Source: an optimization exercise on an open RTL-to-GDS flow (aim: small area). Production flows keep margins and buffers that such runs may drop.
The RTL was checked by simulation tests, not by an equivalence proof against the original design.
No activity file was given, so power comes from the tool's default toggle rates.

==> run a: inputs <==
## dm_spi_array_master
module dm_spi_array_master #(
  parameter int unsigned NCHAN      = 6,
  parameter int unsigned FRAME_BITS = 24,
  parameter int unsigned ADDR_W     = 14
) (
  input  logic              clk,
  input  logic              rst,
  input  logic              RamBusSel,
  input  logic              RamBusWrnRd,
  input  logic              RamBusLatch,
  input  logic [ADDR_W-1:0] RamBusAddress,
  input  logic [31:0]       RamBusDataIn,
  output logic [31:0]       RamBusDataOut,
  output logic              RamBusAck,
  input  logic              Pps,
  output logic              Sck,
  output logic [NCHAN-1:0]  Mosi,
  input  logic [NCHAN-1:0]  Miso,
  output logic [NCHAN-1:0]  nCs,
  output logic              nLDac
);
export LEC_CHECK = 0
export ABC_AREA = 1
export CAP_MARGIN = 20
export CORE_MARGIN = 2
export CORE_UTILIZATION = 40
export CTS_BUF_LIST = sky130_fd_sc_hd__clkbuf_8
export CTS_CLUSTER_DIAMETER = 50
export CTS_CLUSTER_SIZE = 16
export SLEW_MARGIN = 20
create_clock -name core_clock -period 8.0 [get_ports {clk}]
run.sh (not shown) runs the stock make flow with config.mk's settings and CLKGATE_MAP_FILE= SYNTH_SCRIPT=/design/flow/synth_recipe.tcl, a recipe that flattens the netlist after the stock synthesis.
==> run b (differences from run a) <==
--- a/flow/design.v
+++ b/flow/design.v
@@ -168,22 +168,32 @@
   end
   always_ff @(posedge clk) begin
     if (startSetup) ph <= '0;
     else if (tick) ph <= ph + 6'd1;
   end
   logic [FRAME_BITS-1:0] bitSel;
+  logic [7:0] loSel;
+  logic [2:0] hiSel;
+  always_comb begin
+    for (int k = 0; k < 8; k++) loSel[k] = (ph[3:1] == 3'(7 - k));
+    for (int g = 0; g < 3; g++) hiSel[g] = run & (ph[5:4] == 2'(2 - g));
+  end
   always_comb begin
     for (int k = 0; k < FRAME_BITS; k++) bitSel[k] = run & (ph[5:1] == 5'(23 - k));
   end
   for (genvar i = 0; i < NCHAN; i++) begin : gCh
     always_ff @(posedge clk) begin
       if (wr & aTxB & aIdx[i] & ~busyNext) txData[i] <= RamBusDataIn[FRAME_BITS-1:0];
       if (sampleEn) rxShift[i] <= {rxShift[i][FRAME_BITS-2:0], Miso[i]};
       if (rxUpd[i]) rxData[i] <= rxShift[i];
     end
-    assign Mosi[i] = txValid[i] & chMask[i] & |(txData[i] & bitSel);
+    logic [2:0] grp;
+    for (genvar g = 0; g < 3; g++) begin : gG
+      assign grp[g] = hiSel[g] & |(txData[i][8*g +: 8] & loSel);
+    end
+    assign Mosi[i] = txValid[i] & chMask[i] & |grp;
     assign nCs[i]  = ~(chMask[i] & run & ~inLdac);
   end
   always_comb begin
     RamBusDataOut = '0;
     if (rdCtrl) RamBusDataOut = RamBusDataOut | {16'd0, div, 5'd0, ppsTrig, ldacEn, 1'b0};
     if (rdStat) RamBusDataOut = RamBusDataOut | {frameCnt, 13'd0, err, 2'd0};
==> flow/flow/run.sh (new file) <==
#!/bin/bash
# Own layout flow: the standard ORFS flow (standard.sh) with three changes:
#  1. synthesis is ORFS's synth.tcl run exactly as synth_recipe.tcl runs it, except that the
#     combinational mapping uses an area-oriented ABC script (flow/area.abc); the flip-flops
#     are mapped before ABC, so the registers, their names and cells are unchanged;
#  2. clock tree synthesis without dummy loads, with leaf clusters sized for the clock-pin
#     slew limit;
#  3. every port still gets a buffer, but of the smallest buffer cell.
# Each tool's output is in the ORFS logs under orfs/logs; make's own output is in flow_make.log.
set -euo pipefail
W=$(pwd)
F=$W/flow

# Build the synthesis script from synth_recipe.tcl: its first line (synth without fsm/share),
# then ORFS's synth.tcl with the ABC script swapped, then synth_recipe.tcl's remaining lines.
{
  head -n 1 "$W/synth_recipe.tcl"
  sed 's#^source \$::env(SCRIPTS_DIR)/synth_preamble.tcl$#&\nset abc_args [lreplace $abc_args 1 1 $::env(FLOW_AREA_ABC)]\nputs "area ABC script: $abc_args"#' \
    "$FLOW_HOME/scripts/synth.tcl"
  tail -n +3 "$W/synth_recipe.tcl"
} > "$W/synth_area.tcl"
grep -q 'FLOW_AREA_ABC' "$W/synth_area.tcl"

export FLOW_AREA_ABC="$F/area.abc"
export BUFFER_PORTS_ARGS="-buffer_cell sky130_fd_sc_hd__buf_1"
export CTS_ARGS="-sink_clustering_enable -repair_clock_nets -dont_use_dummy_load -buf_list sky130_fd_sc_hd__clkbuf_4 -sink_clustering_size 10 -sink_clustering_max_diameter 40"

bash "$W/standard.sh" \
  "SYNTH_SCRIPT=$W/synth_area.tcl" \
  "FLOW_AREA_ABC=$FLOW_AREA_ABC" \
  "BUFFER_PORTS_ARGS=$BUFFER_PORTS_ARGS" \
  "CTS_ARGS=$CTS_ARGS" \
  finish > "$W/flow_make.log" 2>&1
==> flow/flow/area.abc (new file) <==
strash
&get -n
&dc2
&dch -f
&nf -R 1000 -p -C 32 -F 8
&put
strash
&get -n
&dc2
&dch -f
&nf -R 1000 -p -C 32 -F 8
&put
==> flow/standard.sh (new file) <==
#!/bin/bash
# synth_recipe.tcl (not shown) runs the flow's synth.tcl, then flattens the netlist and writes it again
# the make line also repeats each setting of config.mk as NAME=value (left out here)
make -C /OpenROAD-flow-scripts/flow DESIGN_CONFIG=/design/flow/config.mk WORK_HOME=/design/flow/orfs CLKGATE_MAP_FILE= SYNTH_SCRIPT=/design/flow/synth_recipe.tcl "${@:-finish}"
Settings changed: ABC_AREA 1 to default, CORE_UTILIZATION 40 to 55, CTS_BUF_LIST sky130_fd_sc_hd__clkbuf_8 to default, CTS_CLUSTER_DIAMETER 50 to default, CTS_CLUSTER_SIZE 16 to default.
removed: flow/run.sh
==> run c (differences from run a) <==
==> flow/flow/run.sh (new file) <==
#!/bin/bash
# Own layout flow: the standard ORFS flow (standard.sh) with three changes:
#  1. synthesis is ORFS's synth.tcl run exactly as synth_recipe.tcl runs it, except that the
#     combinational mapping uses an area-oriented ABC script (flow/area.abc); the flip-flops
#     are mapped before ABC, so the registers, their names and cells are unchanged;
#  2. clock tree synthesis without dummy loads, with leaf clusters sized for the clock-pin
#     slew limit;
#  3. every port still gets a buffer, but of the smallest buffer cell.
# Each tool's output is in the ORFS logs under orfs/logs; make's own output is in flow_make.log.
set -euo pipefail
W=$(pwd)
F=$W/flow

# Build the synthesis script from synth_recipe.tcl: its first line (synth without fsm/share),
# then ORFS's synth.tcl with the ABC script swapped, then synth_recipe.tcl's remaining lines.
{
  head -n 1 "$W/synth_recipe.tcl"
  sed 's#^source \$::env(SCRIPTS_DIR)/synth_preamble.tcl$#&\nset abc_args [lreplace $abc_args 1 1 $::env(FLOW_AREA_ABC)]\nputs "area ABC script: $abc_args"#' \
    "$FLOW_HOME/scripts/synth.tcl"
  tail -n +3 "$W/synth_recipe.tcl"
} > "$W/synth_area.tcl"
grep -q 'FLOW_AREA_ABC' "$W/synth_area.tcl"

export FLOW_AREA_ABC="$F/area.abc"
export BUFFER_PORTS_ARGS="-buffer_cell sky130_fd_sc_hd__buf_1"
export CTS_ARGS="-sink_clustering_enable -repair_clock_nets -dont_use_dummy_load -buf_list sky130_fd_sc_hd__clkbuf_16 -sink_clustering_size 20 -sink_clustering_max_diameter 60"

bash "$W/standard.sh" \
  "SYNTH_SCRIPT=$W/synth_area.tcl" \
  "FLOW_AREA_ABC=$FLOW_AREA_ABC" \
  "BUFFER_PORTS_ARGS=$BUFFER_PORTS_ARGS" \
  "CTS_ARGS=$CTS_ARGS" \
  finish > "$W/flow_make.log" 2>&1
==> flow/flow/area.abc (new file) <==
strash
&get -n
&dc2
&dch -f
&nf -R 1000 -p -C 32 -F 8
&put
==> flow/standard.sh (new file) <==
#!/bin/bash
# synth_recipe.tcl (not shown) runs the flow's synth.tcl, then flattens the netlist and writes it again
# the make line also repeats each setting of config.mk as NAME=value (left out here)
make -C /OpenROAD-flow-scripts/flow DESIGN_CONFIG=/design/flow/config.mk WORK_HOME=/design/flow/orfs CLKGATE_MAP_FILE= SYNTH_SCRIPT=/design/flow/synth_recipe.tcl "${@:-finish}"
Settings changed: ABC_AREA 1 to default, CTS_BUF_LIST sky130_fd_sc_hd__clkbuf_8 to default, CTS_CLUSTER_DIAMETER 50 to default, CTS_CLUSTER_SIZE 16 to default.
removed: flow/run.sh
==> notes <==
The lowest setup slack belongs to run a, the highest to run b. In sequential power, run a and run c hardly differ. First-iteration DRC count is the same in run b and run c. Register-to-register slack: run a is higher than run b (1100 ps). The lowest maximum frequency belongs to run a, the highest to run b. Against run c, the clock power of run b is smaller by about 30%. Of run a and run b, run a has the higher die area (gap about 50%, measured against run b). Synthesized cell count: run a > run c > run b.
==> figures <==
item                                                                                                      run c                    run a                    run b
Placed Instances                                                                                           1771                     2406                     1591
Share of the synthesized area in compound gates (AO/OA/AOI/OAI)                                           9.58%                    5.39%                    9.70%
Post-synthesis share of cell area spent on full adders, half adders and majority gates                   0.267%                   0.247%                   0.268%
Reported clock group power                                                                              1.70 mW                  1.70 mW                  1.20 mW
Minimum setup slack in the final design                                                                 2670 ps                  2360 ps                  2920 ps
Number of antenna violations at the first check in global routing                                             6                        3                        2
Initial core utilization                                                                                  40.4%                    40.4%                    55.7%
GRT Util Overall                                                                                          23.6%                    21.8%                    29.5%
Number of cells on the critical path                                                                          7                        6                        6
Clock slew at reported path FFs                                                                           80 ps                    90 ps                    90 ps
Critical path buffer and inverter count                                                                       2                        1                        1
Met2 usage in global routing                                                                              35.4%                    34.2%                    46.0%
Number of buffers added by the clock tree synthesis step                                                     38                       51                       68
Outcome                                                                                 complete, no violations  complete, no violations  complete, no violations
Layout-to-synthesis area ratio                                                                           1.124x                   1.147x                   1.091x
Post-synthesis share of cell area spent on and, or, nand and nor gates                                    7.48%                    15.7%                    7.20%
Max IR drop VDD                                                                                          141 µV                  98.3 µV                   127 µV
Clock Skews                                                                                             55.4 ps                  45.2 ps                  54.5 ps

static timing again, ports no longer ideal:
No port has a modelled driver above. Below, the same layouts with a new extraction and two added sets of constraints. Step 1: set_driving_cell puts a clkbuf_16 on clk and a buf_2 on each other input, an assumption about the parent block. Step 2 adds t to the input delays and takes it off the output delays; t is the mean of the earliest and latest rising clock arrival at the registers after step 1. Input paths then give back, and output paths get back, about the clock's delay inside the block. a / b / c = ideal / step 1 / step 2; a / b = the first two.
run | t (ns) | slack for setup (ns) | worst hold slack (ns) | worst setup path after step 2 | worst register clock-pin slew, ns
run a | 0.721 | 2.359 / 2.301 / 3.022 | 0.360 / 0.360 / 0.360 | register to output | 0.11 / 0.11
run b | 0.776 | 2.918 / 2.872 / 3.256 | 0.382 / 0.382 / 0.382 | input to register | 0.11 / 0.11
run c | 0.610 | 2.669 / 2.614 / 3.224 | 0.373 / 0.373 / 0.373 | register to output | 0.09 / 0.09
After both steps setup and hold are still met in every run listed.
